This design comes from an exercise in tuning for small area and a short achievable clock period on the open sky130 flow, not from production work.
The RTL was checked by simulation tests, not by an equivalence proof against the original design.
No activity file was given, so power comes from the tool's default toggle rates.

--- flow/config.mk ---
export PLATFORM = sky130hd
export DESIGN_NAME = commit_trace_buffer
export DESIGN_NICKNAME = commit_trace_buffer
export VERILOG_FILES = /design/flow/design.v
export SDC_FILE = /design/flow/constraint.sdc
export NUM_CORES = 4
export LEC_CHECK = 0
export CAP_MARGIN = 20
export CORE_MARGIN = 2
export CORE_UTILIZATION = 40
export SLEW_MARGIN = 20
export SYNTH_HIERARCHICAL = 1
export SYNTH_MINIMUM_KEEP_SIZE = 0
--- flow/constraint.sdc ---
create_clock -name core_clock -period 7.0 [get_ports {clk}]
set_input_delay 1.4000 -clock core_clock [delete_from_list [all_inputs] [get_ports {clk}]]
set_output_delay 1.4000 -clock core_clock [all_outputs]
set_load 0.01 [all_outputs]
--- flow/design.v ---
package mips_trace_pkg;
    localparam int TRACE_W = 167;
    typedef struct packed {
        logic [31:0] pc;
        logic [31:0] instr;
        logic        rf_we;
        logic [4:0]  rf_wa;
        logic [31:0] rf_wd;
        logic        memwrite;
        logic [31:0] dataadr;
        logic [31:0] writedata;
    } trace_entry_t;
    typedef enum logic [1:0] {
        TRIG_PC     = 2'd0,
        TRIG_MEMADR = 2'd1,
        TRIG_MANUAL = 2'd2,
        TRIG_RSVD   = 2'd3
    } trig_mode_e;
    typedef enum logic [1:0] {
        ST_IDLE  = 2'd0,
        ST_ARMED = 2'd1,
        ST_POST  = 2'd2,
        ST_DONE  = 2'd3
    } trace_state_e;
endpackage
module trace_ram
#(
    parameter  int DEPTH = 16
) (
    input  logic         clk,
    input  logic         i_ph,      
    input  logic         i_sh,      
    input  mips_trace_pkg::trace_entry_t i_wdata,
    input  logic [8:0]   i_rsel,    
    input  logic         i_rph,     
    output mips_trace_pkg::trace_entry_t o_rdata
);
    localparam int W = mips_trace_pkg::TRACE_W;
    logic [W-1:0] r_mem [0:DEPTH-1];
    logic [W-1:0] r_rd;
    logic [W-1:0] w_in, w_pick;
    assign w_in = i_wdata ^ {W{i_ph}};
    logic w_shn;
    assign w_shn = ~i_sh;
    for (genvar i = 0; i < DEPTH; i++) begin : g_slot
        trace_slot u_slot (
            .clk   (clk),
            .i_sh  (i_sh),
            .i_shn (w_shn),
            .i_d   ((i == 0) ? w_in : r_mem[(i == 0) ? 0 : i-1]),
            .o_q   (r_mem[i])
        );
    end
    always_comb begin
        w_pick = '0;
        for (int j = 0; j < 9; j++)
            w_pick = w_pick | (r_mem[DEPTH-9+j] & {W{i_rsel[j]}});
    end
    always_ff @(posedge clk) begin
        r_rd <= w_pick ^ {W{i_rph}};
    end
    assign o_rdata = r_rd;
endmodule
module trace_slot (
    input  logic         clk,
    input  logic         i_sh,
    input  logic         i_shn,
    input  logic [mips_trace_pkg::TRACE_W-1:0] i_d,
    output logic [mips_trace_pkg::TRACE_W-1:0] o_q
);
    localparam int W = mips_trace_pkg::TRACE_W;
    always_ff @(posedge clk)
        o_q <= ~((o_q | {W{i_sh}}) & (i_d | {W{i_shn}}));
endmodule
module commit_trace_buffer
#(
    parameter  int DEPTH = 16,
    parameter  int POST  = 8,
    parameter  int CNT_W = 32,
    localparam int AW    = $clog2(DEPTH)
) (
    input  logic             clk,
    input  logic             reset,
    input  logic             arm,
    input  logic             abort,
    input  logic [1:0]       trig_mode,
    input  logic [31:0]      trig_val,
    input  logic             trig_now,
    input  logic             cap_valid,
    input  logic [31:0]      pc,
    input  logic [31:0]      instr,
    input  logic             rf_we,
    input  logic [4:0]       rf_wa,
    input  logic [31:0]      rf_wd,
    input  logic             memwrite,
    input  logic [31:0]      dataadr,
    input  logic [31:0]      writedata,
    output logic             busy,
    output logic             triggered,
    output logic             done,
    output logic [AW:0]      count,
    output logic [AW-1:0]    trig_index,
    output logic [CNT_W-1:0] trig_cycles,
    output logic             rd_valid,
    input  logic             rd_ready,
    output mips_trace_pkg::trace_entry_t     rd_data,
    output logic             rd_last
);
    localparam logic [AW:0] FULL = (AW+1)'(DEPTH);
    logic             r_busy, r_post, r_done, r_ph;
    logic             w_busy_nxt, w_post_nxt, w_done_nxt;
    logic [AW-1:0]    r_wr_ptr, r_trig_slot, r_post_cnt, r_trig_index;
    logic [AW-1:0]    w_wr_ptr_nxt, w_trig_slot_nxt, w_post_cnt_nxt;
    logic [AW:0]      r_count, r_rd_idx, w_count_nxt, w_rd_idx_nxt;
    logic             r_triggered, w_triggered_nxt;
    logic [CNT_W-1:0] r_trig_cycles, w_trig_cycles_nxt;
    logic             r_rd_valid, r_rd_last, w_rd_valid_nxt, w_rd_last_nxt;
    mips_trace_pkg::trig_mode_e   w_mode;
    mips_trace_pkg::trace_entry_t w_entry;
    logic w_hit, w_armed, w_arm_ok, w_capture, w_fire, w_beat, w_last_cap;
    logic w_sh;
    logic [AW:0] w_src;
    logic [8:0]  w_rsel;
    assign w_mode  = mips_trace_pkg::trig_mode_e'(trig_mode);
    assign w_entry = {pc, instr, rf_we, rf_wa, rf_wd, memwrite, dataadr,
                      writedata};
    always_comb begin
        w_hit = 1'b0;
        unique case (w_mode)
            mips_trace_pkg::TRIG_PC:     w_hit = (pc == trig_val);
            mips_trace_pkg::TRIG_MEMADR: w_hit = memwrite && (dataadr == trig_val);
            mips_trace_pkg::TRIG_MANUAL: w_hit = trig_now;
            default:     w_hit = 1'b0;
        endcase
    end
    assign w_armed    = r_busy && !r_post;
    assign w_beat     = r_rd_valid && rd_ready;
    assign w_arm_ok   = !abort && !r_busy && arm;
    assign w_capture  = !abort && r_busy && cap_valid;
    assign w_fire     = w_capture && w_armed && w_hit;
    assign w_last_cap = w_capture && r_post && r_post_cnt == AW'(1);
    always_comb begin
        w_busy_nxt = r_busy;
        w_post_nxt = r_post;
        w_done_nxt = r_done;
        if (abort) begin
            w_busy_nxt = 1'b0;
            w_post_nxt = 1'b0;
            w_done_nxt = 1'b0;
        end else if (w_arm_ok) begin
            w_busy_nxt = 1'b1;
            w_post_nxt = 1'b0;
            w_done_nxt = 1'b0;
        end else if (w_fire) begin
            w_post_nxt = 1'b1;
        end else if (w_last_cap) begin
            w_busy_nxt = 1'b0;
            w_post_nxt = 1'b0;
            w_done_nxt = 1'b1;
        end else if (r_done && w_beat && r_rd_last) begin
            w_done_nxt = 1'b0;
        end
    end
    always_comb begin
        w_wr_ptr_nxt      = r_wr_ptr;
        w_count_nxt       = r_count;
        w_triggered_nxt   = r_triggered;
        w_trig_cycles_nxt = r_trig_cycles;
        w_trig_slot_nxt   = r_trig_slot;
        w_post_cnt_nxt    = r_post_cnt;
        w_rd_idx_nxt      = r_rd_idx;
        if (w_arm_ok) begin
            w_wr_ptr_nxt      = '0;
            w_count_nxt       = '0;
            w_triggered_nxt   = 1'b0;
            w_trig_cycles_nxt = '0;
            w_trig_slot_nxt   = '0;
            w_post_cnt_nxt    = '0;
            w_rd_idx_nxt      = '0;
        end else begin
            if (w_armed && !abort && r_trig_cycles != '1)
                w_trig_cycles_nxt = r_trig_cycles + CNT_W'(1);
            if (w_capture) begin
                w_wr_ptr_nxt = r_wr_ptr + AW'(1);
                if (r_count != FULL) w_count_nxt = r_count + (AW+1)'(1);
            end
            if (w_fire) begin
                w_triggered_nxt = 1'b1;
                w_trig_slot_nxt = r_wr_ptr;
                w_post_cnt_nxt  = AW'(POST);
            end else if (w_capture && r_post) begin
                w_post_cnt_nxt = r_post_cnt - AW'(1);
            end
            if (w_beat) w_rd_idx_nxt = r_rd_idx + (AW+1)'(1);
        end
    end
    assign w_rd_valid_nxt = w_done_nxt && (w_rd_idx_nxt < w_count_nxt);
    assign w_rd_last_nxt  = w_rd_valid_nxt && (w_rd_idx_nxt == w_count_nxt - (AW+1)'(1));
    always_ff @(posedge clk or negedge reset) begin
        if (!reset) begin
            r_busy        <= 1'b0;
            r_post        <= 1'b0;
            r_done        <= 1'b0;
            r_ph          <= 1'b0;
            r_wr_ptr      <= '0;
            r_count       <= '0;
            r_triggered   <= 1'b0;
            r_trig_cycles <= '0;
            r_trig_slot   <= '0;
            r_post_cnt    <= '0;
            r_rd_idx      <= '0;
            r_trig_index  <= '0;
            r_rd_valid    <= 1'b0;
            r_rd_last     <= 1'b0;
        end else begin
            r_busy        <= w_busy_nxt;
            r_post        <= w_post_nxt;
            r_done        <= w_done_nxt;
            r_ph          <= !r_ph;
            r_wr_ptr      <= w_wr_ptr_nxt;
            r_count       <= w_count_nxt;
            r_triggered   <= w_triggered_nxt;
            r_trig_cycles <= w_trig_cycles_nxt;
            r_trig_slot   <= w_trig_slot_nxt;
            r_post_cnt    <= w_post_cnt_nxt;
            r_rd_idx      <= w_rd_idx_nxt;
            r_trig_index  <= w_trig_slot_nxt -
                             ((w_count_nxt == FULL) ? w_wr_ptr_nxt : '0);
            r_rd_valid    <= w_rd_valid_nxt;
            r_rd_last     <= w_rd_last_nxt;
        end
    end
    assign w_sh  = w_capture || w_beat;
    assign w_src = w_count_nxt - (AW+1)'(1) - (AW+1)'(w_sh);
    always_comb begin
        for (int j = 0; j < 9; j++)
            w_rsel[j] = w_rd_valid_nxt && (w_src == (AW+1)'(DEPTH-9+j));
    end
    trace_ram #(.DEPTH(DEPTH)) u_ram (
        .clk     (clk),
        .i_ph    (r_ph),
        .i_sh    (w_sh),
        .i_wdata (w_entry),
        .i_rsel  (w_rsel),
        .i_rph   (r_ph && w_rd_valid_nxt),
        .o_rdata (rd_data)
    );
    assign busy        = r_busy;
    assign done        = r_done;
    assign triggered   = r_triggered;
    assign count       = r_count;
    assign trig_cycles = r_trig_cycles;
    assign trig_index  = r_trig_index;
    assign rd_valid    = r_rd_valid;
    assign rd_last     = r_rd_last;
endmodule
--- flow/run.sh ---
#!/bin/bash
# synth_recipe.tcl (not shown) runs the flow's synth.tcl, then flattens the netlist and writes it again
# the make line also repeats each setting of config.mk as NAME=value (left out here)
make -C /OpenROAD-flow-scripts/flow DESIGN_CONFIG=/design/flow/config.mk WORK_HOME=/design/flow/orfs CLKGATE_MAP_FILE= SYNTH_SCRIPT=/design/flow/synth_recipe.tcl finish
==> impl_metrics.py, run 1 <==
metrics = {
    "drt": {
        "via_count": 66700,
        "drc": 0,
        "top_layer_used": "met5",
        "first_iter_violations": 6140,
        "wl_met3_mm": 16.1,
        "viasPerCell": 5.82,
        "ant_nets": 0,
        "routedWlPerCell_microns": 21.9,
        "wl_mm": 251,
        "wl_met2_mm": 107,
        "dr.pass1.iters": 9,
        "met1Wirelength_mm": 120,
    },
    "yosys": {
        "synthAdderAreaFrac_pct": 0.265,
        "ys.flop_type": "dfxtp_1",
        "synth_nets": 8227,
        "synthArstFlopShare_pct": 2.24,
        "yosysMostFrequentCell": "dfxtp_1",
        "synth_top_area_cell": "dfxtp_1",
        "synthTopCellsByArea": "dfxtp_1 58%, o22ai_1 15%, buf_6 5.3%",
        "synth_xor_area_share_pct": 4.05,
        "synth_compound_area_share_pct": 26.2,
        "synth_edf_count": 0,
        "synthMuxAreaShare_pct": 0.112,
        "syn-cell-area_sq_mm": 0.0974,
        "synth_top_cell_area_share_pct": 58.3,
        "synth_common_cells": "2839 x dfxtp_1, 2352 x o22ai_1, 461 x buf_6",
        "yosys_warnings": 10,
        "synth_top_family_by_area": "compound AO/OA/AOI/OAI gates",
        "yosys.area_share.simple_pct": 2.04,
        "ys_seq_area_share_pct": 60.0,
        "ys_types": 68,
        "synthCells": 7999,
        "ys_seq_elements": 2904,
        "synth.avg_cell_area_sq_um": 12.2,
    },
    "cells_and_area": {
        "multi_input_area_sq_mm": 0.0319,
        "seqCellArea_sq_mm": 0.0585,
        "area_delta_synth_final_pct": 13.9,
        "layout-drive-gt1-share_pct": 13.6,
        "finish.instance_area_sq_mm": 0.111,
        "layout.nets": 8282,
        "fillers": 22100,
    },
    "critical_path": {
        "crit_path_start_kind": "input port",
        "cpPeakStageDelay_ns": 0.57,
        "rr_worst_depth": 16,
        "crit_chain": "clkdlybuf4s50_1, nand3b_1, nor2_1, mux2i_1, or2_2, ha_1, and2_1, or4_1, a31oi_1, o2111ai_1, a211oi_4, buf_12, buf_4, a222oi_1, nand3_1, a221oi_1, xnor2_1",
        "critPathBufInv": 3,
        "critical_path.top_delay_family": "simple AND/OR/NAND/NOR gates",
        "slowest_stage": "clkdlybuf4s50_1",
        "path_max_fanout": 27,
        "r2r-end": "u_ram.r_rd[12]",
        "required_ns": 7.74,
        "cp.arrival_ns": 6.28,
        "end_kind": "flip-flop",
        "r2r_slack_ns": 1.97,
        "reg2reg_from": "r_busy",
        "crit_type": "in -> reg",
    },
    "sta": {
        "final_hold_viol_count": 0,
        "fin_skew_ns": 0.0713,
        "rsz0062_at_grt": "no",
        "worst_pin_slew_ns": 1.13,
        "fin_tns_setup_ns": 0,
        "relSlewSlack_pct": 24.9,
        "fmax_mhz": 181,
        "period_minus_slack_ns": 5.54,
        "layout_worst_path_cycle_share_pct": 79.1,
        "setup_viol": 0,
        "maxSlewViolCount": 0,
    },
    "clock_network": {
        "numCtsBuffers": 312,
        "clockBufferDepth": 4,
        "cts_tree": "built",
        "insertion_delay_ns": 0.93,
        "post-cts-setup-buffers": 0,
        "clock_sinks": 2904,
        "path_clk_slew_ns": 0.06,
        "cts_max_level": 5,
        "cts_resized": 0,
        "ctsHoldBuffers": 0,
        "clockRootBuffer": "clkbuf_16",
    },
    "global_route": {
        "antenna_found_initial": 13,
        "grt.total_usage_pct": 19.2,
        "grt_pass1_wl_mm": 383,
        "overflow": 0,
        "grt_max_degree": 255,
        "grt_pass1_vias": 63000,
    },
    "die": {
        "die_y_microns": 498,
        "io_pins": 421,
        "start_util_pct": 40.1,
        "num_rows": 181,
        "die_area_sq_mm": 0.248,
        "coreArea_sq_mm": 0.243,
        "die_w_microns": 498,
    },
    "min_path": {
        "worstHoldStart": "u_ram.g_slot[4].u_slot.o_q[58]",
        "worstHoldPathType": "reg -> reg",
        "min_path_cells": 1,
        "min_to": "u_ram.g_slot[5].u_slot.o_q[58]",
    },
    "job": {
        "cap_viol_max_count": 0,
    },
    "placed_design": {
        "place_area_sq_mm": 0.101,
        "dp_hpwl_mm": 152,
        "port-buffer-count": 420,
        "globalplace.congestion": 0.904,
    },
    "power_and_ir_drop": {
        "power_density_mw_per_mm2": 420,
        "power_leakage_nw": 40.1,
        "irDropWorstVdd_v": 0.000288,
    },
    "status": {
        "status": "timing/DRC/antenna clean",
    },
}
## cell type report
cell class | count | share of cell area [%]
Clock buffer | 442 | 8.30
Sequential cell | 2904 | 52.7
Clock inverter | 85 | 0.885
Tap cell | 3202 | 3.61
Inverter | 27 | 0.105
Multi-Input combinational cell | 4235 | 28.7
Antenna cell | 3 | 0.00677
Timing Repair Buffer | 574 | 5.67
## Yosys stat by module, one instance, submodules excluded, excerpt
module,flip-flops and latches,cells
trace_slot,167,372
commit_trace_buffer,65,501
## state kept, by name, indices dropped and copies added, names as in the netlist, 5 cells and up
signal,count
u_ram.g_slot.u_slot.o_q,2672
r_rd_idx,5
r_trig_cycles,32
r_count,5
u_ram.r_rd,167
## worst register-to-register path: stages (launching register included)
cell	delay [ns]
dfrtp_1	0.64
nand3b_1	0.23
nor2_1	0.35
mux2i_1	0.12
or2_2	0.33
ha_1	0.35
and2_1	0.22
or4_1	0.42
a31oi_1	0.15
o2111ai_1	0.46
a211oi_4	0.39
buf_12	0.28
buf_4	0.49
a222oi_1	0.14
nand3_1	0.10
a221oi_1	0.06
xnor2_1	0.16
## cells in the final DEF, fill, tap and decap left out, types with 4 or more instances in the layout
cell | synthesis | routed
bufinv_16 | 0 | 19
nand2_1 | 33 | 33
a221oi_1 | 28 | 28
a22oi_1 | 334 | 334
o22ai_2 | 320 | 320
nor3_1 | 7 | 6
inv_6 | 0 | 9
or3_1 | 4 | 4
clkinv_4 | 0 | 5
xnor2_1 | 249 | 249
and4_1 | 4 | 4
ha_1 | 19 | 19
dfrtp_1 | 65 | 64
a221oi_2 | 139 | 139
xor2_1 | 194 | 194
clkinv_2 | 0 | 43
a222oi_1 | 167 | 167
inv_1 | 24 | 23
and2_1 | 8 | 8
and3_1 | 10 | 10
nand3_1 | 195 | 195
buf_4 | 68 | 79
clkbuf_1 | 82 | 48
a21oi_1 | 5 | 4
mux2i_1 | 6 | 6
clkbuf_8 | 0 | 74
o22ai_1 | 2352 | 2352
o21ai_0 | 16 | 16
nand4_1 | 28 | 28
clkdlybuf4s50_1 | 0 | 419
buf_12 | 0 | 75
nor4_1 | 14 | 11
clkinvlp_4 | 0 | 6
clkbuf_16 | 0 | 320
nor2_1 | 49 | 48
dfxtp_1 | 2839 | 2839
## routing by layer
metal | global-route usage [%] | up-vias
met2 | 28.0 | 2048
met4 | 6.64 | 16
met1 | 28.0 | 32600
li1 | - | 31600
met3 | 4.03 | 451
met5 | 0 | -
## kinds of logic after synthesis
logic type	Yosys count
buffers and inverters	860
AO/OA/AOI/OAI	3381
adder cells (fa/ha/maj)	20
AND/OR/NAND/NOR	379
XOR/XNOR	446
flip-flops	2904
multiplexers	9
## metrics by stage
stage	util, %	hold WS, ns	setup WS, ns	total power, W	std cells
floorplan	-	0.406	1.97	0.0288	7999
global placement	41.5	0.430	0.704	0.0302	10900
detailed placement	41.5	0.433	0.586	0.0306	10900
CTS	45.7	0.415	1.56	0.0469	11500
global route	45.7	0.429	1.30	0.0487	11500
finish	45.7	0.410	1.46	0.0466	11500
## worst max path at each step
stage | cells past startpoint | start | end
6_report | 17 | abort | u_ram.r_rd[12]
5_1_grt | 17 | abort | u_ram.r_rd[14]
4_1_cts | 18 | abort | u_ram.r_rd[19]
3_5_place_dp | 18 | abort | u_ram.r_rd[19]
3_3_place_gp | 17 | abort | u_ram.r_rd[14]
2_1_floorplan | 17 | abort | u_ram.r_rd[33]
## report_power, final
group          internal (W)  switching, W
Sequential           0.0218       0.00408
Clock               0.00982       0.00643
Combinational       0.00291       0.00157
Total                0.0345        0.0121
==> inputs of run 2 (changes only) <==
--- a/flow/config.mk
+++ b/flow/config.mk
@@ -7,7 +7,7 @@
 export LEC_CHECK = 0
 export CAP_MARGIN = 20
 export CORE_MARGIN = 2
-export CORE_UTILIZATION = 40
+export CORE_UTILIZATION = 60
 export SLEW_MARGIN = 20
 export SYNTH_HIERARCHICAL = 1
 export SYNTH_MINIMUM_KEEP_SIZE = 0
==> run 2 against run 1 <==
- global-route usage grew 9.1 points
- worst hold slack better by 0.0099 ns
- combinational power hardly changed
- clock power fell by 5%
- cell count is 9.3% lower
- register-to-register slack better by 0.06 ns
==> impl_metrics.py, run 2 <==
metrics = {
    "critical_path": {
        "cp.arrival_ns": 6.26,
        "crit_type": "in -> reg",
        "path_max_fanout": 30,
        "required_ns": 7.78,
        "r2r_slack_ns": 2.03,
        "r2r-end": "u_ram.r_rd[69]",
        "slowest_stage": "clkdlybuf4s50_1",
        "reg2reg_from": "r_count[0]",
        "crit_path_start_kind": "input port",
        "crit_chain": "clkdlybuf4s50_1, nand3b_1, nor2_1, mux2i_1, or2_2, ha_1, nor2b_1, o21a_1, o21ai_0, nand2b_1, a211oi_1, o21ai_1, buf_4, nor4_2, buf_12, buf_4, a222oi_1, nand3_1, a221oi_2, xnor2_1",
        "end_kind": "flip-flop",
        "cpPeakStageDelay_ns": 0.57,
        "rr_worst_depth": 21,
        "cpMostUsedCell": "buf_4",
    },
    "status": {
        "status": "timing/DRC/antenna clean",
    },
    "global_route": {
        "grt_pass1_vias": 64100,
        "grt_max_degree": 233,
        "antenna_found_initial": 5,
        "overflow": 0,
        "grt.total_usage_pct": 28.4,
        "grt_pass1_wl_mm": 373,
    },
    "cells_and_area": {
        "mostFrequentLayoutCell": "dfxtp_1",
        "area_delta_synth_final_pct": 11.7,
        "largest_register_ff_count": 2672,
        "regMostFlops": "u_ram.g_slot.u_slot.o_q",
        "final_cell_mix": "2839 x dfxtp_1, 2352 x o22ai_1, 419 x clkdlybuf4s50_1",
        "layout-drive-gt1-share_pct": 13.1,
        "layout.nets": 8269,
        "largestRegisters": "u_ram.g_slot.u_slot.o_q: 2672 flops, u_ram.r_rd: 167 flops, r_trig_cycles: 32 flops",
    },
    "yosys": {
        "ys.flop_type": "dfxtp_1",
        "synthTopCellsByArea": "dfxtp_1 58%, o22ai_1 15%, buf_6 5.3%",
        "yosysMostFrequentCell": "dfxtp_1",
        "synthCells": 7999,
        "synthArstFlopShare_pct": 2.24,
        "syn-cell-area_sq_mm": 0.0974,
        "synth_edf_count": 0,
        "ys_seq_area_share_pct": 60.0,
        "yosys_warnings": 10,
        "ys_seq_elements": 2904,
        "ys_types": 68,
        "synth_nets": 8227,
        "synth.avg_cell_area_sq_um": 12.2,
        "synth_top_area_cell": "dfxtp_1",
        "synth_common_cells": "2839 x dfxtp_1, 2352 x o22ai_1, 461 x buf_6",
        "synth_top_cell_area_share_pct": 58.3,
    },
    "clock_network": {
        "insertion_delay_ns": 0.93,
        "numCtsBuffers": 300,
        "path_clk_slew_ns": 0.06,
        "clock_sinks": 2904,
        "post-cts-setup-buffers": 0,
        "clockBufferDepth": 4,
        "cts_resized": 0,
        "cts_tree": "built",
        "ctsHoldBuffers": 0,
        "cts_max_level": 5,
        "clockRootBuffer": "clkbuf_16",
    },
    "sta": {
        "final_hold_viol_count": 0,
        "fin_tns_setup_ns": 0,
        "fin_skew_ns": 0.0388,
        "relSlewSlack_pct": 22.2,
        "period_minus_slack_ns": 5.48,
        "rsz0062_at_grt": "no",
        "worst_pin_slew_ns": 1.17,
        "setup_viol": 0,
        "maxSlewViolCount": 0,
        "layout_worst_path_cycle_share_pct": 78.3,
        "fmax_mhz": 182,
    },
    "power_and_ir_drop": {
        "power_leakage_nw": 39.7,
        "irDropWorstVdd_v": 0.000328,
        "power_density_mw_per_mm2": 422,
        "total_power_w": 0.0459,
    },
    "die": {
        "io_pins": 421,
        "die_w_microns": 407,
        "die_y_microns": 407,
        "start_util_pct": 60.5,
        "coreArea_sq_mm": 0.161,
        "die_area_sq_mm": 0.166,
        "num_rows": 147,
    },
    "min_path": {
        "min_path_cells": 1,
        "worstHoldPathType": "reg -> reg",
        "min_to": "u_ram.g_slot[1].u_slot.o_q[4]",
        "worstHoldStart": "u_ram.g_slot[0].u_slot.o_q[4]",
    },
    "placed_design": {
        "globalplace.congestion": 0.877,
        "dp_hpwl_mm": 146,
        "port-buffer-count": 420,
    },
    "drt": {
        "first_iter_violations": 6700,
        "dr.pass1.iters": 8,
        "routedWlPerCell_microns": 23.5,
        "viasPerCell": 6.44,
        "wl_mm": 244,
        "drc": 0,
        "ant_nets": 0,
        "via_count": 66900,
    },
    "job": {
        "cap_viol_max_count": 0,
    },
}
[run 2: routing by layer]
metal / wire (microns) / up-vias / global-route usage, %
met4: 8550 / 0 / 11.2
li1: - / 31600 / -
met5: 0 / - / 0
met1: 108000 / 33000 / 38.2
met3: 12300 / 466 / 4.35
met2: 115000 / 1905 / 45.8
[run 2: layout make-up]
class	instances	area, sq um
Inverter	27	111
Antenna cell	5	12.5
Fill cell	12100	52100
Timing Repair Buffer	573	6110
Sequential cell	2904	58500
Clock buffer	427	8690
Clock inverter	69	826
Multi-Input combinational cell	4235	31900
Tap cell	2160	2700
[run 2: modules after synthesis (local to each module, per instance), excerpt]
module               flops+latches  cell area, sq um
trace_slot                     167              4880
commit_trace_buffer             65              4590
[run 2: worst max-delay path: cells and delay by family]
family / cells / cell delay (ns)
and+or+nand+nor: 7 / 1.70
buffers and inverters: 4 / 1.58
AOI/OAI and AO/OA: 6 / 0.97
adders and majority gates: 1 / 0.29
xor gates and xnor gates: 1 / 0.14
muxes: 1 / 0.11
[run 2: power breakdown]
part,switching (W),internal [W]
sequential,0.00412,0.0218
combinational,0.00158,0.00292
clock,0.00622,0.00925
total,0.0119,0.0340
[run 2: worst max path at each step]
stage	startpoint	end	slack, ns	depth (start not counted)
detailed placement	abort	u_ram.r_rd[69]	0.64	20
CTS	abort	u_ram.r_rd[69]	1.61	20
global placement	abort	u_ram.r_rd[77]	0.70	20
finish	abort	u_ram.r_rd[69]	1.52	20
floorplan	abort	u_ram.r_rd[33]	1.97	17
global route	abort	u_ram.r_rd[79]	1.21	20
[run 2: logic make-up after synthesis]
| group | count (synthesis) | synth area share, % |
|---|---|---|
| AOI/OAI and AO/OA | 3381 | 26.2 |
| adders and majority gates | 20 | 0.265 |
| and+or+nand+nor | 379 | 2.04 |
| xor gates and xnor gates | 446 | 4.05 |
| muxes | 9 | 0.112 |
| DFF | 2904 | 60.0 |
| buffers and inverters | 860 | 7.37 |
[run 2: through the flow]
step | util, % | setup WS, ns | cell area (sq um) | hold slack (ns) | std cells
after global placement | 61.7 | 0.702 | 99300 | 0.429 | 9899
after global routing | 67.6 | 1.21 | 109000 | 0.440 | 10400
after floorplan | - | 1.97 | 97400 | 0.406 | 7999
final | 67.6 | 1.52 | 109000 | 0.420 | 10400
after detailed placement | 61.7 | 0.639 | 99300 | 0.435 | 9899
after CTS | 67.6 | 1.61 | 109000 | 0.422 | 10400
==> inputs of run 3 (changes only) <==
--- a/flow/design.v
+++ b/flow/design.v
@@ -110,7 +110,7 @@
     logic             r_busy, r_post, r_done, r_ph;
     logic             w_busy_nxt, w_post_nxt, w_done_nxt;
     logic [AW-1:0]    r_wr_ptr, r_trig_slot, r_post_cnt, r_trig_index;
-    logic [AW-1:0]    w_wr_ptr_nxt, w_trig_slot_nxt, w_post_cnt_nxt;
+    logic [AW-1:0]    w_wr_ptr_nxt, w_trig_slot_nxt, w_post_cnt_nxt, w_trig_index_nxt;
     logic [AW:0]      r_count, r_rd_idx, w_count_nxt, w_rd_idx_nxt;
     logic             r_triggered, w_triggered_nxt;
     logic [CNT_W-1:0] r_trig_cycles, w_trig_cycles_nxt;
@@ -118,9 +118,9 @@
     mips_trace_pkg::trig_mode_e   w_mode;
     mips_trace_pkg::trace_entry_t w_entry;
     logic w_hit, w_armed, w_arm_ok, w_capture, w_fire, w_beat, w_last_cap;
-    logic w_sh;
-    logic [AW:0] w_src;
-    logic [8:0]  w_rsel;
+    logic w_sh, w_full_nxt, w_ld_first, w_ld_next, w_ld_same;
+    logic [AW-1:0] w_ti_fire, w_ti_cap;
+    logic [8:0]  w_rsel, w_sel_first, w_sel_next, w_sel_same;
     assign w_mode  = mips_trace_pkg::trig_mode_e'(trig_mode);
     assign w_entry = {pc, instr, rf_we, rf_wa, rf_wd, memwrite, dataadr,
                       writedata};
@@ -194,8 +194,32 @@
             if (w_beat) w_rd_idx_nxt = r_rd_idx + (AW+1)'(1);
         end
     end
-    assign w_rd_valid_nxt = w_done_nxt && (w_rd_idx_nxt < w_count_nxt);
-    assign w_rd_last_nxt  = w_rd_valid_nxt && (w_rd_idx_nxt == w_count_nxt - (AW+1)'(1));
+    assign w_full_nxt = r_count >= (AW+1)'(DEPTH-1);
+    assign w_ti_fire  = w_full_nxt ? AW'(DEPTH-1) : r_wr_ptr;
+    assign w_ti_cap   = r_trig_slot - (w_full_nxt ? r_wr_ptr + AW'(1) : '0);
+    always_comb begin
+        if (w_arm_ok)       w_trig_index_nxt = '0;
+        else if (w_fire)    w_trig_index_nxt = w_ti_fire;
+        else if (w_capture) w_trig_index_nxt = w_ti_cap;
+        else                w_trig_index_nxt = r_trig_index;
+    end
+    assign w_ld_first = w_last_cap;
+    assign w_ld_next  = w_beat && !r_rd_last && !abort && !arm;
+    assign w_ld_same  = r_rd_valid && !rd_ready && !abort && !arm;
+    assign w_rd_valid_nxt = w_ld_first || w_ld_next || w_ld_same;
+    assign w_rd_last_nxt  = (w_ld_next && (r_rd_idx + (AW+1)'(2) == r_count)) ||
+                            (w_ld_same && r_rd_last);
+    always_comb begin
+        for (int j = 0; j < 9; j++) begin
+            w_sel_first[j] = (r_count == FULL) ? (j == 7)
+                                               : (r_count == (AW+1)'(DEPTH-8+j));
+            w_sel_next[j]  = r_count == (AW+1)'(DEPTH-7+j);
+            w_sel_same[j]  = r_count == (AW+1)'(DEPTH-8+j);
+            w_rsel[j]      = (w_ld_first && w_sel_first[j]) ||
+                             (w_ld_next  && w_sel_next[j])  ||
+                             (w_ld_same  && w_sel_same[j]);
+        end
+    end
     always_ff @(posedge clk or negedge reset) begin
         if (!reset) begin
             r_busy        <= 1'b0;
@@ -224,18 +248,12 @@
             r_trig_slot   <= w_trig_slot_nxt;
             r_post_cnt    <= w_post_cnt_nxt;
             r_rd_idx      <= w_rd_idx_nxt;
-            r_trig_index  <= w_trig_slot_nxt -
-                             ((w_count_nxt == FULL) ? w_wr_ptr_nxt : '0);
+            r_trig_index  <= w_trig_index_nxt;
             r_rd_valid    <= w_rd_valid_nxt;
             r_rd_last     <= w_rd_last_nxt;
         end
     end
-    assign w_sh  = w_capture || w_beat;
-    assign w_src = w_count_nxt - (AW+1)'(1) - (AW+1)'(w_sh);
-    always_comb begin
-        for (int j = 0; j < 9; j++)
-            w_rsel[j] = w_rd_valid_nxt && (w_src == (AW+1)'(DEPTH-9+j));
-    end
+    assign w_sh = w_capture || w_beat;
     trace_ram #(.DEPTH(DEPTH)) u_ram (
         .clk     (clk),
         .i_ph    (r_ph),
--- a/flow/config.mk
+++ b/flow/config.mk
@@ -8,6 +8,7 @@
 export CAP_MARGIN = 20
 export CORE_MARGIN = 2
 export CORE_UTILIZATION = 60
+export SETUP_SLACK_MARGIN = 3.8
 export SLEW_MARGIN = 20
 export SYNTH_HIERARCHICAL = 1
 export SYNTH_MINIMUM_KEEP_SIZE = 0
==> run 3 against run 2 <==
- via count increased by 0.81%
- area after synthesis fell by 0.22%
- still clean on timing, DRC and antenna
- cell count rose by 0.64%
- first-iteration DRC count grew 6.9%
- flip-flop and latch count unchanged
- power is 10% higher
- clock skew down 0.0054 ns
==> impl_metrics.py, run 3 <==
metrics = {
    "status": {
        "status": "timing/DRC/antenna clean",
    },
    "drt": {
        "wl_mm": 248,
        "viasPerCell": 6.45,
        "drc": 0,
        "routedWlPerCell_microns": 23.7,
        "dr.pass1.iters": 6,
        "ant_nets": 0,
        "via_count": 67500,
        "first_iter_violations": 7165,
    },
    "yosys": {
        "synthTopCellsByArea": "dfxtp_1 58%, o22ai_1 15%, buf_6 5.3%",
        "synth_nets": 8207,
        "synth_top_cell_area_share_pct": 58.5,
        "ys.flop_type": "dfxtp_1",
        "synth.avg_cell_area_sq_um": 12.2,
        "syn-cell-area_sq_mm": 0.0972,
        "synth_edf_count": 0,
        "ys_seq_area_share_pct": 60.1,
        "yosys_warnings": 10,
        "synth_top_area_cell": "dfxtp_1",
        "synth_common_cells": "2839 x dfxtp_1, 2353 x o22ai_1, 461 x buf_6",
        "yosysMostFrequentCell": "dfxtp_1",
        "ys_seq_elements": 2904,
        "synthCells": 7984,
        "ys_types": 61,
        "synthArstFlopShare_pct": 2.24,
    },
    "global_route": {
        "grt.total_usage_pct": 28.5,
        "grt_max_degree": 236,
        "grt_pass1_wl_mm": 373,
        "grt_pass1_vias": 63200,
        "antenna_found_initial": 16,
        "overflow": 0,
    },
    "cells_and_area": {
        "area_delta_synth_final_pct": 13.6,
        "layout-drive-gt1-share_pct": 15.1,
        "multi_input_area_sq_mm": 0.0321,
        "largestRegisters": "u_ram.g_slot.u_slot.o_q: 2672 flops, u_ram.r_rd: 167 flops, r_trig_cycles: 32 flops",
        "layout.nets": 8325,
        "fillers": 12200,
        "seqCellArea_sq_mm": 0.0585,
        "regMostFlops": "u_ram.g_slot.u_slot.o_q",
        "largest_register_ff_count": 2672,
        "final_cell_mix": "2795 x dfxtp_1, 2353 x o22ai_1, 336 x a22oi_1",
        "mostFrequentLayoutCell": "dfxtp_1",
        "final_util_pct": 68.7,
    },
    "die": {
        "num_rows": 147,
        "start_util_pct": 60.5,
        "die_y_microns": 407,
        "die_w_microns": 407,
        "die_area_sq_mm": 0.165,
        "io_pins": 421,
        "coreArea_sq_mm": 0.161,
    },
    "power_and_ir_drop": {
        "switchingPower_w": 0.0137,
        "switching_share_pct": 27.0,
        "power_density_mw_per_mm2": 458,
        "irDropWorstVdd_v": 0.000348,
        "power_frac_clock_pct": 30.5,
        "pwr-share-seq_pct": 57.7,
        "p_int_w": 0.0369,
        "power.share.combinational_pct": 11.8,
        "power_leakage_nw": 41.6,
    },
    "critical_path": {
        "critPathBufInv": 7,
        "critical_path.top_delay_family": "buffers and inverters",
        "crit_type": "in -> reg",
        "required_ns": 7.81,
        "crit_path_start_kind": "input port",
        "end_kind": "flip-flop",
        "r2r-end": "u_ram.r_rd[36]",
        "endpoint": "u_ram.r_rd[36]",
        "cpPeakStageDelay_ns": 0.34,
        "slowest_stage": "nor4b_2",
        "path_max_fanout": 9,
        "reg2reg_from": "r_count[0]",
        "worst-path-stages": 15,
        "cpMostUsedCell": "buf_4",
        "rr_worst_depth": 12,
        "crit_start": "abort",
        "cp.arrival_ns": 4.05,
        "r2r_slack_ns": 3.91,
        "crit_chain": "buf_12, buf_4, nor4b_2, buf_4, or2_4, buf_6, a22oi_2, nor3_4, buf_12, buf_16, a222oi_1, nand3_1, a221oi_2, xnor2_1, buf_4",
    },
    "job": {
        "cap_viol_max_count": 0,
    },
    "sta": {
        "fin_tns_setup_ns": 0,
        "maxSlewViolCount": 0,
        "setup_viol": 0,
        "relSlewSlack_pct": 22.7,
        "final_hold_viol_count": 0,
        "period_minus_slack_ns": 3.24,
        "worst_pin_slew_ns": 1.16,
        "fmax_mhz": 309,
        "rsz0062_at_grt": "yes",
        "layout_worst_path_cycle_share_pct": 46.3,
        "fin_skew_ns": 0.0334,
    },
    "clock_network": {
        "clock_sinks": 2904,
        "clockRootBuffer": "clkbuf_16",
        "ctsHoldBuffers": 0,
        "numCtsBuffers": 296,
        "insertion_delay_ns": 0.91,
        "clockBufferDepth": 4,
        "cts_tree": "built",
        "cts_max_level": 5,
        "path_clk_slew_ns": 0.06,
    },
    "min_path": {
        "worstHoldPathType": "reg -> reg",
    },
    "placed_design": {
        "port-buffer-count": 420,
        "dp_hpwl_mm": 136,
        "globalplace.congestion": 0.849,
    },
}
==> run 3: cell types whose count changed after synthesis, sizes merged, moves of 6 or more <==
cell | previous run | this run
nor3 | 7 | 14
xnor2 | 251 | 197
a21oi | 5 | 13
nand4 | 28 | 16
mux2i | 7 | 1
xor2 | 194 | 244
==> run 3: worst min-delay path by stage <==
stage                     depth (start not counted)                             start                                to
after floorplan                                   1                              r_ph                              r_ph
after global placement                            1  u_ram.g_slot[15].u_slot.o_q[104]  u_ram.g_slot[15].u_slot.o_q[104]
after detailed placement                          1    u_ram.g_slot[1].u_slot.o_q[10]    u_ram.g_slot[2].u_slot.o_q[10]
after CTS                                         1    u_ram.g_slot[6].u_slot.o_q[64]    u_ram.g_slot[7].u_slot.o_q[64]
after global routing                              1   u_ram.g_slot[4].u_slot.o_q[150]   u_ram.g_slot[5].u_slot.o_q[150]
final                                             1   u_ram.g_slot[6].u_slot.o_q[137]   u_ram.g_slot[7].u_slot.o_q[137]
==> run 3: worst register-to-register path: stages (launching register included) <==
cell	delay (ns)
dfrtp_2	0.43
buf_4	0.15
inv_1	0.08
ha_1	0.62
a22oi_2	0.27
nor3_4	0.27
buf_12	0.25
buf_16	0.21
a222oi_1	0.08
nand3_1	0.12
a221oi_2	0.05
xnor2_1	0.27
buf_4	0.23
==> run 3: what timing repair did <==
item	in CTS	in global routing
gates cloned	16	9
gates resized for setup	328	44
buffers inserted	66	7
endpoints found under the setup margin	2746	746
pin swaps	22	61
endpoints found under the hold margin	0	0
==> run 3: layout make-up <==
cell class	instances	share of cell area, %
clock inverter	63	0.657
timing repair buffer	648	6.76
tap	2160	2.45
inverter	25	0.0918
multi-input combinational	4227	29.0
sequential	2904	53.0
clock buffer	432	7.95
antenna	8	0.0181
==> run 3: logic make-up (layout without fill, tap and decap cells) <==
| family | Yosys count | in the layout | synth area share, % |
|---|---|---|---|
| other | 0 | 8 | 0 |
| AOI/OAI and AO/OA | 3401 | 3404 | 26.4 |
| xor gates and xnor gates | 441 | 441 | 3.97 |
| and+or+nand+nor | 365 | 365 | 1.94 |
| DFF | 2904 | 2904 | 60.1 |
| buffers and inverters | 856 | 1168 | 7.37 |
| muxes | 2 | 2 | 0.0219 |
| adders and majority gates | 15 | 15 | 0.201 |
==> run 3: through the flow <==
step / instance area (sq um) / setup slack (ns) / std cells / total power [W] / hold slack [ns]
after detailed placement: 99300 / 1.48 / 9866 / 0.0352 / 0.433
after global routing: 110000 / 3.64 / 10500 / 0.0529 / 0.444
after CTS: 110000 / 3.80 / 10400 / 0.0507 / 0.430
after floorplan: 97700 / 3.56 / 7984 / 0.0331 / 0.406
after global placement: 99300 / 1.57 / 9866 / 0.0348 / 0.430
final: 110000 / 3.76 / 10500 / 0.0506 / 0.429
==> run 3: per-module statistics from Yosys (local to each module, per instance), excerpt <==
module	cells inside	flip-flops and latches
commit_trace_buffer	486	65
trace_slot	372	167
==> run 3: power by group through the flow <==
stage               Sequential, W  Clock [W]  Combinational (W)
CTS                        0.0291     0.0157            0.00594
global route               0.0300     0.0163            0.00661
finish                     0.0292     0.0154            0.00596
detailed placement         0.0293          0            0.00591
floorplan                  0.0278          0            0.00527
global placement           0.0292          0            0.00558
==> run 3: layer usage <==
layer,wire [microns],track usage [%],vias up
li1,-,-,31700
met5,30,0,-
met2,112000,44.1,2117
met3,15200,5.01,486
met4,8780,11.5,4
met1,111000,39.7,33100
==> inputs of run 4 (changes only) <==
--- a/flow/config.mk
+++ b/flow/config.mk
@@ -7,8 +7,9 @@
 export LEC_CHECK = 0
 export CAP_MARGIN = 20
 export CORE_MARGIN = 2
-export CORE_UTILIZATION = 60
-export SETUP_SLACK_MARGIN = 3.8
+export CORE_UTILIZATION = 65
+export CTS_BUF_LIST = sky130_fd_sc_hd__clkbuf_8
+export CTS_CLUSTER_SIZE = 30
 export SLEW_MARGIN = 20
 export SYNTH_HIERARCHICAL = 1
 export SYNTH_MINIMUM_KEEP_SIZE = 0
==> run 4 against run 3 <==
- first-iteration DRC count is 17% lower
- design area fell by 2.6%
- critical path depth decreased by 1
- non-clock buffer count decreased by 87
- via count rose by 0.36%
- global-route usage is 0.35 points higher
- cell count is 0.45% lower
- sequential share of layout area increased by 1.4 points
- critical path type unchanged
- largest power group unchanged
- highest routed layer unchanged
==> impl_metrics.py, run 4 <==
metrics = {
    "yosys": {
        "yosys.area_share.simple_pct": 1.94,
        "synth_xor_area_share_pct": 3.97,
        "synthAdderAreaFrac_pct": 0.201,
        "synth_top_cell_area_share_pct": 58.5,
        "synthMuxAreaShare_pct": 0.0219,
        "synth_top_family_by_area": "compound AO/OA/AOI/OAI gates",
        "ys_types": 61,
        "ys.flop_type": "dfxtp_1",
        "syn-cell-area_sq_mm": 0.0972,
        "synth.avg_cell_area_sq_um": 12.2,
        "synth_common_cells": "2839 x dfxtp_1, 2353 x o22ai_1, 461 x buf_6",
        "synth_compound_area_share_pct": 26.4,
        "yosys_warnings": 10,
        "ys_seq_elements": 2904,
        "synth_top_area_cell": "dfxtp_1",
        "synthTopCellsByArea": "dfxtp_1 58%, o22ai_1 15%, buf_6 5.3%",
        "yosysMostFrequentCell": "dfxtp_1",
        "synth_nets": 8207,
        "synth_edf_count": 0,
        "ys_seq_area_share_pct": 60.1,
        "synthCells": 7984,
        "synthArstFlopShare_pct": 2.24,
    },
    "die": {
        "die_w_microns": 391,
        "io_pins": 421,
        "die_y_microns": 391,
        "start_util_pct": 65.6,
        "die_area_sq_mm": 0.153,
        "num_rows": 141,
        "coreArea_sq_mm": 0.148,
    },
    "global_route": {
        "grt_pass1_wl_mm": 358,
        "antenna_found_initial": 24,
        "grt_pass1_vias": 63800,
        "overflow": 0,
        "grt.total_usage_pct": 28.9,
        "grt_max_degree": 262,
    },
    "cells_and_area": {
        "largestRegisters": "u_ram.g_slot.u_slot.o_q: 2672 flops, u_ram.r_rd: 167 flops, r_trig_cycles: 32 flops",
        "layout.nets": 8380,
        "area_delta_synth_final_pct": 10.6,
        "regMostFlops": "u_ram.g_slot.u_slot.o_q",
        "instances_no_fill": 10400,
        "mostFrequentLayoutCell": "dfxtp_1",
        "final_cell_mix": "2839 x dfxtp_1, 2353 x o22ai_1, 565 x clkbuf_8",
        "finish.instance_area_sq_mm": 0.108,
        "largest_register_ff_count": 2672,
        "layout-drive-gt1-share_pct": 14.5,
        "fillers": 10600,
    },
    "sta": {
        "relSlewSlack_pct": 19.3,
        "rsz0062_at_grt": "no",
        "maxSlewViolCount": 0,
        "final_hold_viol_count": 0,
        "fin_tns_setup_ns": 0,
        "setup_viol": 0,
        "fin_skew_ns": 0.0521,
        "worst_pin_slew_ns": 1.21,
        "fmax_mhz": 216,
        "fin_ws_ns": 2.36,
        "period_minus_slack_ns": 4.64,
        "layout_worst_path_cycle_share_pct": 66.2,
    },
    "critical_path": {
        "r2r_slack_ns": 3.01,
        "r2r-end": "u_ram.r_rd[27]",
        "end_kind": "flip-flop",
        "reg2reg_from": "r_busy",
        "slowest_stage": "nor2_1",
        "cpPeakStageDelay_ns": 0.57,
        "crit_type": "in -> reg",
        "crit_chain": "clkdlybuf4s50_1, nand2b_1, nor2_1, nand2_1, nor4b_2, buf_4, or2_2, a22oi_1, nor2_4, buf_12, a222oi_1, nand3_1, a221oi_2, xnor2_1",
        "path_max_fanout": 64,
        "crit_start": "abort",
        "required_ns": 7.84,
        "rr_worst_depth": 13,
        "cp.arrival_ns": 5.47,
        "crit_path_start_kind": "input port",
    },
    "status": {
        "status": "timing/DRC/antenna clean",
    },
    "placed_design": {
        "globalplace.congestion": 0.881,
        "place_inst": 9643,
        "dp_hpwl_mm": 134,
        "place_area_sq_mm": 0.0987,
        "port-buffer-count": 420,
        "dp_slack_ns": 1.48,
    },
    "power_and_ir_drop": {
        "power_leakage_nw": 40.0,
        "switchingPower_w": 0.0135,
        "irDropWorstVdd_v": 0.000334,
        "power_frac_clock_pct": 27.8,
        "p_int_w": 0.0351,
        "switching_share_pct": 27.8,
        "power.share.combinational_pct": 12.1,
        "pwr-share-seq_pct": 60.0,
        "power_density_mw_per_mm2": 452,
    },
    "clock_network": {
        "cts_resized": 0,
        "clock_sinks": 2904,
        "ctsHoldBuffers": 0,
        "clockBufferDepth": 4,
        "insertion_delay_ns": 1.03,
        "path_clk_slew_ns": 0.06,
        "clockRootBuffer": "clkbuf_8",
        "cts_tree": "built",
        "cts_max_level": 5,
        "numCtsBuffers": 441,
        "post-cts-setup-buffers": 0,
    },
    "drt": {
        "first_iter_violations": 5913,
        "ant_nets": 0,
        "viasPerCell": 6.50,
        "routedWlPerCell_microns": 22.1,
        "dr.pass1.iters": 9,
        "drc": 0,
        "via_count": 67700,
        "wl_mm": 230,
    },
    "min_path": {
        "worstHoldStart": "u_ram.g_slot[0].u_slot.o_q[63]",
        "min_to": "u_ram.g_slot[1].u_slot.o_q[63]",
        "worstHoldPathType": "reg -> reg",
        "min_path_cells": 1,
    },
    "job": {
        "cap_viol_max_count": 0,
    },
}
run 4: cells by family (layout without fill, tap and decap cells):
| group | Yosys count | after routing |
|---|---|---|
| AOI/OAI and AO/OA | 3401 | 3401 |
| DFF | 2904 | 2904 |
| buffers and inverters | 856 | 1348 |
| xor gates and xnor gates | 441 | 441 |
| and+or+nand+nor | 365 | 365 |
| adders and majority gates | 15 | 15 |
| muxes | 2 | 2 |
| other | 0 | 14 |
run 4: power by group through the flow:
stage	registers [W]	clock network, W	logic [W]
final	0.0292	0.0135	0.00589
after global routing	0.0300	0.0145	0.00654
after CTS	0.0290	0.0138	0.00590
after detailed placement	0.0293	0	0.00590
after global placement	0.0291	0	0.00554
after floorplan	0.0278	0	0.00527
run 4: area by class of cell:
class	count	area, sq um	area share (%)
Antenna cell	14	35.0	0.0326
Clock buffer	565	7780	7.23
Clock inverter	197	952	0.886
Inverter	25	101	0.0943
Multi-Input combinational cell	4224	31700	29.5
Sequential cell	2904	58500	54.4
Tap cell	1930	2410	2.25
Timing Repair Buffer	561	6080	5.65
run 4: through the flow:
stage / utilization, % / total power [W] / hold WS [ns]
floorplan: - / 0.0330 / 0.406
global placement: 66.6 / 0.0346 / 0.429
detailed placement: 66.6 / 0.0352 / 0.434
CTS: 72.5 / 0.0487 / 0.399
global route: 72.5 / 0.0510 / 0.415
finish: 72.5 / 0.0486 / 0.414
run 4: per-layer routing:
metal	global-route usage, %	vias to the layer above	wire, microns	part of all wire, %
li1	-	31900	-	-
met1	39.6	33100	102000	44
met2	45.1	2228	106000	46
met3	4.98	513	14400	6.3
met4	12.2	8	8110	3.5
met5	0	-	52	0.023
run 4: worst max path at each step:
stage                       to  slack (ns)
2_1_floorplan  u_ram.r_rd[139]        3.20
4_1_cts        u_ram.r_rd[120]        2.57
6_report        u_ram.r_rd[27]        2.36
5_1_grt         u_ram.r_rd[27]        2.22
3_5_place_dp   u_ram.r_rd[120]        1.48
3_3_place_gp   u_ram.r_rd[116]        1.62
run 4: per-module statistics from Yosys, one instance, submodules excluded, excerpt:
module	flops+latches	cell area, sq um
trace_slot	167	4880
commit_trace_buffer	65	4370
run 4: worst max-delay path, delay by kind of cell:
family          cells  cell delay (ns)
simple gates        7             2.24
buf+inv             3             1.15
compound gates      3             0.38
xor+xnor            1             0.16
==> inputs of run 5 (changes only) <==
--- a/flow/design.v
+++ b/flow/design.v
@@ -31,8 +31,9 @@
     input  logic         i_ph,      
     input  logic         i_sh,      
     input  mips_trace_pkg::trace_entry_t i_wdata,
-    input  logic [8:0]   i_rsel,    
-    input  logic         i_rph,     
+    input  logic [7:0]   i_rsel,    
+    input  logic         i_ld,      
+    input  logic         i_hold,    
     output mips_trace_pkg::trace_entry_t o_rdata
 );
     localparam int W = mips_trace_pkg::TRACE_W;
@@ -53,11 +54,11 @@
     end
     always_comb begin
         w_pick = '0;
-        for (int j = 0; j < 9; j++)
+        for (int j = 0; j < 8; j++)
             w_pick = w_pick | (r_mem[DEPTH-9+j] & {W{i_rsel[j]}});
     end
     always_ff @(posedge clk) begin
-        r_rd <= w_pick ^ {W{i_rph}};
+        r_rd <= ({W{i_ld}} & (w_pick ^ {W{i_ph}})) | ({W{i_hold}} & r_rd);
     end
     assign o_rdata = r_rd;
 endmodule
@@ -120,7 +121,7 @@
     logic w_hit, w_armed, w_arm_ok, w_capture, w_fire, w_beat, w_last_cap;
     logic w_sh, w_full_nxt, w_ld_first, w_ld_next, w_ld_same;
     logic [AW-1:0] w_ti_fire, w_ti_cap;
-    logic [8:0]  w_rsel, w_sel_first, w_sel_next, w_sel_same;
+    logic [7:0]  w_rsel;
     assign w_mode  = mips_trace_pkg::trig_mode_e'(trig_mode);
     assign w_entry = {pc, instr, rf_we, rf_wa, rf_wd, memwrite, dataadr,
                       writedata};
@@ -210,15 +211,9 @@
     assign w_rd_last_nxt  = (w_ld_next && (r_rd_idx + (AW+1)'(2) == r_count)) ||
                             (w_ld_same && r_rd_last);
     always_comb begin
-        for (int j = 0; j < 9; j++) begin
-            w_sel_first[j] = (r_count == FULL) ? (j == 7)
-                                               : (r_count == (AW+1)'(DEPTH-8+j));
-            w_sel_next[j]  = r_count == (AW+1)'(DEPTH-7+j);
-            w_sel_same[j]  = r_count == (AW+1)'(DEPTH-8+j);
-            w_rsel[j]      = (w_ld_first && w_sel_first[j]) ||
-                             (w_ld_next  && w_sel_next[j])  ||
-                             (w_ld_same  && w_sel_same[j]);
-        end
+        for (int j = 0; j < 8; j++)
+            w_rsel[j] = (r_post && r_count != FULL) ? (r_count == (AW+1)'(DEPTH-8+j))
+                                                    : (r_count == (AW+1)'(DEPTH-7+j));
     end
     always_ff @(posedge clk or negedge reset) begin
         if (!reset) begin
@@ -260,7 +255,8 @@
         .i_sh    (w_sh),
         .i_wdata (w_entry),
         .i_rsel  (w_rsel),
-        .i_rph   (r_ph && w_rd_valid_nxt),
+        .i_ld    (w_ld_first || w_ld_next),
+        .i_hold  (w_ld_same),
         .o_rdata (rd_data)
     );
     assign busy        = r_busy;
--- a/flow/config.mk
+++ b/flow/config.mk
@@ -7,9 +7,8 @@
 export LEC_CHECK = 0
 export CAP_MARGIN = 20
 export CORE_MARGIN = 2
-export CORE_UTILIZATION = 65
-export CTS_BUF_LIST = sky130_fd_sc_hd__clkbuf_8
-export CTS_CLUSTER_SIZE = 30
+export CORE_UTILIZATION = 60
+export SETUP_SLACK_MARGIN = 4.0
 export SLEW_MARGIN = 20
 export SYNTH_HIERARCHICAL = 1
 export SYNTH_MINIMUM_KEEP_SIZE = 0
==> run 5 against run 4 <==
- still clean on timing, DRC and antenna
- worst setup slack better by 1.5 ns
- first-iteration DRC count up 4.0%
- cell count down 0.83%
- flip-flop and latch count down 167
- worst hold slack better by 0.0038 ns
- clock-buffer cell count down 144
- non-clock buffer count up 83
- die area up 3.7%
- critical path type unchanged
==> impl_metrics.py, run 5 <==
metrics = {
    "placed_design": {
        "globalplace.congestion": 0.929,
        "port-buffer-count": 420,
        "dp_hpwl_mm": 134,
        "dp_slack_ns": 1.92,
        "place_inst": 9708,
    },
    "clock_network": {
        "clockBufferDepth": 4,
        "ctsHoldBuffers": 0,
        "path_clk_slew_ns": 0.06,
        "clockRootBuffer": "clkbuf_16",
        "cts_max_level": 5,
        "cts_tree": "built",
        "insertion_delay_ns": 0.89,
        "clock_sinks": 2737,
        "numCtsBuffers": 285,
    },
    "status": {
        "status": "timing/DRC/antenna clean",
    },
    "yosys": {
        "synth_top_area_cell": "dfxtp_1",
        "synth_common_cells": "2672 x dfxtp_1, 2206 x o22ai_1, 664 x a22oi_1",
        "synth_nets": 8181,
        "yosysMostFrequentCell": "dfxtp_1",
        "ys_seq_area_share_pct": 59.2,
        "syn-cell-area_sq_mm": 0.0931,
        "synthAdderAreaFrac_pct": 0.210,
        "synth_top_cell_area_share_pct": 57.5,
        "synthArstFlopShare_pct": 2.37,
        "ys_types": 65,
        "yosys_warnings": 10,
        "synthTopCellsByArea": "dfxtp_1 57%, o22ai_1 15%, a22oi_1 5.4%",
        "synth_top_family_by_area": "compound AO/OA/AOI/OAI gates",
        "ys.flop_type": "dfxtp_1",
        "synth_compound_area_share_pct": 27.8,
        "synthCells": 7958,
        "synth_edf_count": 0,
        "synthMuxAreaShare_pct": 0.0659,
        "synth.avg_cell_area_sq_um": 11.7,
        "synth_xor_area_share_pct": 2.60,
        "ys_seq_elements": 2737,
        "yosys.area_share.simple_pct": 2.90,
    },
    "drt": {
        "drc": 0,
        "first_iter_violations": 6148,
        "wl_mm": 260,
        "viasPerCell": 6.63,
        "via_count": 68500,
        "routedWlPerCell_microns": 25.2,
        "ant_nets": 0,
        "dr.pass1.iters": 6,
    },
    "sta": {
        "worst_pin_slew_ns": 1.19,
        "fin_tns_setup_ns": 0,
        "whs_ns": 0.417,
        "maxSlewViolCount": 0,
        "final_hold_viol_count": 0,
        "relSlewSlack_pct": 20.5,
        "fmax_mhz": 322,
        "setup_viol": 0,
        "layout_worst_path_cycle_share_pct": 44.4,
        "rsz0062_at_grt": "yes",
        "period_minus_slack_ns": 3.11,
        "fin_skew_ns": 0.0341,
        "fin_ws_ns": 3.89,
    },
    "global_route": {
        "grt_pass1_vias": 63100,
        "grt_max_degree": 250,
        "overflow": 0,
        "grt_pass1_wl_mm": 375,
        "antenna_found_initial": 19,
        "grt.total_usage_pct": 29.9,
    },
    "power_and_ir_drop": {
        "power_leakage_nw": 39.4,
        "power_density_mw_per_mm2": 450,
        "irDropWorstVdd_v": 0.000293,
    },
    "job": {
        "cap_viol_max_count": 0,
    },
    "critical_path": {
        "crit_type": "in -> reg",
        "cp.arrival_ns": 3.89,
        "path_max_fanout": 81,
        "required_ns": 7.79,
        "crit_path_start_kind": "input port",
        "end_kind": "flip-flop",
    },
    "cells_and_area": {
        "instances_no_fill": 10300,
        "area_delta_synth_final_pct": 15.3,
        "seqCellArea_sq_mm": 0.0552,
        "final_cell_mix": "2626 x dfxtp_1, 2205 x o22ai_1, 464 x a22oi_1",
        "layout-drive-gt1-share_pct": 15.9,
        "mostFrequentLayoutCell": "dfxtp_1",
        "layout.nets": 8312,
        "fillers": 11400,
        "largestRegisters": "u_ram.g_slot.u_slot.o_q: 2505 flops, u_ram.r_rd: 167 flops, r_trig_cycles: 32 flops",
        "multi_input_area_sq_mm": 0.0327,
        "regMostFlops": "u_ram.g_slot.u_slot.o_q",
        "largest_register_ff_count": 2505,
    },
    "die": {
        "io_pins": 421,
        "coreArea_sq_mm": 0.154,
        "start_util_pct": 60.4,
        "num_rows": 144,
        "die_y_microns": 398,
        "die_area_sq_mm": 0.158,
        "die_w_microns": 398,
    },
    "min_path": {
        "worstHoldPathType": "reg -> reg",
    },
}
[run 5: changes by cell type after synthesis, moves of 56 or more]
cell,previous run,this run
buf_6,461,405
a222oi_1,167,1
xnor2_1,197,15
o22ai_1,2353,2206
dfxtp_1,2839,2672
buf_2,190,260
o211ai_1,2,166
a41o_1,0,166
a221oi_2,139,0
nand3_1,191,22
nand4_1,14,182
nand2_1,36,204
a22oi_1,338,664
[run 5: repair_timing]
item                                    in CTS  in global routing
cloned                                      27                 30
resized for setup                          509                273
endpoints found under the setup margin    2918                925
setup buffers                               60                 21
pin swaps                                   17                 17
[run 5: per-module statistics from Yosys (local to each module, per instance), excerpt]
module	area, sq um	times used
commit_trace_buffer	4340	1
trace_slot	4880	15
[run 5: cell type report]
cell class / count / area share (%)
clock buffers: 421 / 7.85
well taps: 2044 / 2.38
multi-input cells: 4394 / 30.4
repair buffers: 644 / 7.11
inverters: 25 / 0.114
flip-flops and latches: 2737 / 51.5
repair inverters: 2 / 0.0163
diodes: 15 / 0.0350
clock inverters: 52 / 0.582
[run 5: stage by stage]
stage / area (sq um) / util (%) / total power [W]
6_report: 107000 / 69.6 / 0.0482
5_1_grt: 107000 / 69.6 / 0.0504
4_1_cts: 105000 / 68.3 / 0.0480
3_5_place_dp: 94600 / 61.4 / 0.0333
3_3_place_gp: 94600 / 61.4 / 0.0328
2_1_floorplan: 93300 / - / 0.0312
[run 5: final timing paths]
check | startpoint | endpoint | slack, ns | cells after the start
min in group asynchronous | reset | r_trig_cycles[23] | 0.74 | 2
worst min register to register | u_ram.g_slot[3].u_slot.o_q[85] | u_ram.g_slot[4].u_slot.o_q[85] | 0.42 | 1
worst max register to register | r_count[1] | r_trig_index[3] | 3.93 | 14
worst min-delay path | u_ram.g_slot[3].u_slot.o_q[85] | u_ram.g_slot[4].u_slot.o_q[85] | 0.42 | 1
max in group asynchronous | reset | r_ph | 5.58 | 2
worst max-delay path | arm | u_ram.r_rd[7] | 3.89 | 5
[run 5: cell families (layout without fill, tap and decap cells)]
group                      Yosys count  after routing
adders and majority gates           15             15
AOI/OAI and AO/OA                 3556           3556
other                                0             15
xor gates and xnor gates           276            276
DFF                               2737           2737
muxes                                6              6
buffers and inverters              836           1144
and+or+nand+nor                    532            541
[run 5: routing by layer]
layer  global-route usage [%]  part of all wire, %  up-vias
met5                        0               0.0058        -
met4                     11.1                  3.5        4
met3                     4.26                  5.8      519
met2                     47.7                   47     2132
met1                     41.5                   44    34000
li1                         -                    -    31800
[run 5: report_power, final]
group	internal [W]	switching, W	leakage (nW)
clock	0.00879	0.00589	4.47
combinational	0.00388	0.00229	11.5
sequential	0.0223	0.00504	23.4
[run 5: critical path, stage by stage]
cell	delay (ns)
clkdlybuf4s50_1	0.57
nor4b_2	0.94
buf_12	0.40
nand2_1	0.14
o211ai_1	0.14
==> inputs of run 6 (changes only) <==
==> flow/flow/run.sh (new file) <==
#!/bin/bash
# Standard layout, with plain buffers (not delay cells) on the ports.
set -euo pipefail
export BUFFER_PORTS_ARGS="-buffer_cell sky130_fd_sc_hd__buf_2"
bash standard.sh > standard.log 2>&1
==> flow/standard.sh (new file) <==
#!/bin/bash
# synth_recipe.tcl (not shown) runs the flow's synth.tcl, then flattens the netlist and writes it again
# the make line also repeats each setting of config.mk as NAME=value (left out here)
make -C /OpenROAD-flow-scripts/flow DESIGN_CONFIG=/design/flow/config.mk WORK_HOME=/design/flow/orfs CLKGATE_MAP_FILE= SYNTH_SCRIPT=/design/flow/synth_recipe.tcl "${@:-finish}"
removed: flow/run.sh
==> run 6 against run 5 <==
- clock power hardly changed
- still clean on timing, DRC and antenna
- maximum frequency is 2.1% higher
- worst setup slack better by 0.065 ns
- critical endpoint is now u_ram.r_rd[52]
- highest routed layer unchanged
- non-clock buffer count is 63 lower
==> impl_metrics.py, run 6 <==
metrics = {
    "status": {
        "status": "timing/DRC/antenna clean",
    },
    "cells_and_area": {
        "mostFrequentLayoutCell": "dfxtp_1",
        "finish.instance_area_sq_mm": 0.103,
        "largestRegisters": "u_ram.g_slot.u_slot.o_q: 2505 flops, u_ram.r_rd: 167 flops, r_trig_cycles: 32 flops",
        "final_util_pct": 66.9,
        "regMostFlops": "u_ram.g_slot.u_slot.o_q",
        "final_cell_mix": "2669 x dfxtp_1, 2205 x o22ai_1, 634 x a22oi_1",
        "layout.nets": 8245,
        "area_delta_synth_final_pct": 10.8,
        "layout-drive-gt1-share_pct": 17.0,
        "largest_register_ff_count": 2505,
    },
    "sta": {
        "rsz0062_at_grt": "yes",
        "fin_skew_ns": 0.0392,
        "final_hold_viol_count": 0,
        "setup_viol": 0,
        "fin_ws_ns": 3.96,
        "fmax_mhz": 328,
        "fin_tns_setup_ns": 0,
        "relSlewSlack_pct": 23.3,
        "worst_pin_slew_ns": 1.15,
        "period_minus_slack_ns": 3.04,
        "layout_worst_path_cycle_share_pct": 43.5,
        "maxSlewViolCount": 0,
    },
    "job": {
        "cap_viol_max_count": 0,
    },
    "yosys": {
        "synth_top_family_by_area": "compound AO/OA/AOI/OAI gates",
        "synth_top_cell_area_share_pct": 57.5,
        "synth_edf_count": 0,
        "synth_top_area_cell": "dfxtp_1",
        "ys_types": 65,
        "yosysMostFrequentCell": "dfxtp_1",
        "synth_xor_area_share_pct": 2.60,
        "synthAdderAreaFrac_pct": 0.210,
        "ys.flop_type": "dfxtp_1",
        "synthArstFlopShare_pct": 2.37,
        "synth_compound_area_share_pct": 27.8,
        "ys_seq_area_share_pct": 59.2,
        "ys_seq_elements": 2737,
        "syn-cell-area_sq_mm": 0.0931,
        "yosys_warnings": 10,
        "yosys.area_share.simple_pct": 2.90,
        "synthMuxAreaShare_pct": 0.0659,
        "synth.avg_cell_area_sq_um": 11.7,
        "synth_nets": 8181,
        "synthTopCellsByArea": "dfxtp_1 57%, o22ai_1 15%, a22oi_1 5.4%",
        "synth_common_cells": "2672 x dfxtp_1, 2206 x o22ai_1, 664 x a22oi_1",
        "synthCells": 7958,
    },
    "die": {
        "die_y_microns": 398,
        "start_util_pct": 60.4,
        "die_w_microns": 398,
        "coreArea_sq_mm": 0.154,
        "die_area_sq_mm": 0.158,
        "num_rows": 144,
        "io_pins": 421,
    },
    "global_route": {
        "overflow": 0,
        "grt_pass1_wl_mm": 374,
        "top_usage_layer": "met2",
        "grt.total_usage_pct": 29.9,
        "grt_util_met3_pct": 4.27,
        "antenna_found_initial": 13,
        "grtUsageMet1_pct": 41.5,
        "grt_pass1_vias": 62000,
        "gr-usage-met2_pct": 47.9,
        "grt_max_degree": 249,
    },
    "clock_network": {
        "insertion_delay_ns": 0.91,
        "cts_max_level": 5,
        "cts_tree": "built",
        "clock_sinks": 2737,
        "clockRootBuffer": "clkbuf_16",
        "path_clk_slew_ns": 0.06,
        "numCtsBuffers": 283,
        "clockBufferDepth": 4,
    },
    "placed_design": {
        "place_area_sq_mm": 0.0925,
        "globalplace.congestion": 0.883,
        "port-buffer-count": 420,
        "dp_hpwl_mm": 134,
        "dp_slack_ns": 2.22,
    },
    "critical_path": {
        "required_ns": 7.83,
        "crit_path_start_kind": "flip-flop",
        "cp.arrival_ns": 3.88,
        "path_max_fanout": 21,
        "end_kind": "flip-flop",
        "crit_type": "reg -> reg",
    },
    "drt": {
        "routedWlPerCell_microns": 24.6,
        "viasPerCell": 6.60,
        "drc": 0,
        "ant_nets": 0,
        "via_count": 67700,
        "first_iter_violations": 5771,
        "wl_mm": 252,
        "dr.pass1.iters": 6,
    },
    "power_and_ir_drop": {
        "power_density_mw_per_mm2": 465,
        "irDropWorstVdd_v": 0.000362,
        "power_leakage_nw": 38.2,
        "total_power_w": 0.0480,
    },
    "min_path": {
        "worstHoldPathType": "reg -> reg",
    },
}
[run 6: cell counts after synthesis]
No cell type changed its count.
[run 6: cell families (layout without fill, tap and decap cells)]
| family | Yosys count | count (layout) |
|---|---|---|
| AOI/OAI and AO/OA | 3556 | 3558 |
| and+or+nand+nor | 532 | 539 |
| other | 0 | 7 |
| buffers and inverters | 836 | 1076 |
| muxes | 6 | 6 |
| adders and majority gates | 15 | 15 |
| DFF | 2737 | 2737 |
| xor gates and xnor gates | 276 | 276 |
[run 6: worst paths after layout]
path                       depth (start not counted)                              to  slack (ns)                      startpoint
setup reg to reg                                   6                  u_ram.r_rd[52]        3.96                          r_post
max in group asynchronous                          2                            r_ph        5.59                           reset
hold reg to reg                                    1  u_ram.g_slot[1].u_slot.o_q[60]        0.43  u_ram.g_slot[0].u_slot.o_q[60]
setup / recovery                                   6                  u_ram.r_rd[52]        3.96                          r_post
hold / removal                                     1  u_ram.g_slot[1].u_slot.o_q[60]        0.43  u_ram.g_slot[0].u_slot.o_q[60]
min in group asynchronous                          2               r_trig_cycles[23]        0.71                           reset
[run 6: timing repair]
action                                  in CTS  in global routing
cloned                                      19                  9
pin swaps                                   12                 12
buffers inserted                            37                  7
endpoints found under the setup margin    2683                720
gates resized for setup                     68                 65
hold buffers                                 0                  0
hold endpoints to repair                     0                  0
[run 6: modules after synthesis (local to each module, per instance), a selection]
module               times used  area (sq um)  flip-flops and latches
commit_trace_buffer           1          4340                      65
trace_slot                   15          4880                     167
[run 6: per-stage QoR]
stage / instances / hold WS [ns]
floorplan: 7958 / 0.395
global placement: 9709 / 0.430
detailed placement: 9709 / 0.435
CTS: 10200 / 0.414
global route: 10300 / 0.428
finish: 10300 / 0.425
[run 6: final cells by class]
type | count | area (sq um)
Clock buffer | 413 | 8350
Antenna cell | 7 | 17.5
Timing Repair Buffer | 581 | 4540
Fill cell | 11900 | 51000
Sequential cell | 2737 | 55100
Clock inverter | 57 | 646
Inverter | 25 | 133
Multi-Input combinational cell | 4394 | 31700
Tap cell | 2044 | 2560
[run 6: layer usage]
metal	vias to the layer above	share of wire [%]	wire length [microns]
li1	31700	-	-
met1	33500	45	112000
met2	2043	46	117000
met3	443	5.5	14000
met4	6	3.4	8680
met5	-	0.019	49
[run 6: power by group]
part	internal, W	total [W]	switching (W)
clock network	0.00874	0.0146	0.00589
registers	0.0223	0.0273	0.00497
logic	0.00378	0.00602	0.00224
[run 6: worst max-delay path, stage by stage (launching register included)]
cell and delay [ns]:
dfrtp_2 0.73, nand2_1 0.13, o22ai_2 0.56, and2_2 0.98, a22oi_1 0.24, a41o_1 0.25
o211ai_1 0.08

Setup slack of run 6, layout unchanged: 3.955 ns with ideal ports, 3.930 ns with driving cells assumed (clock clkbuf_16, inputs buf_2), 3.108 ns with port delays also shifted by the 0.960 ns mid clock arrival.
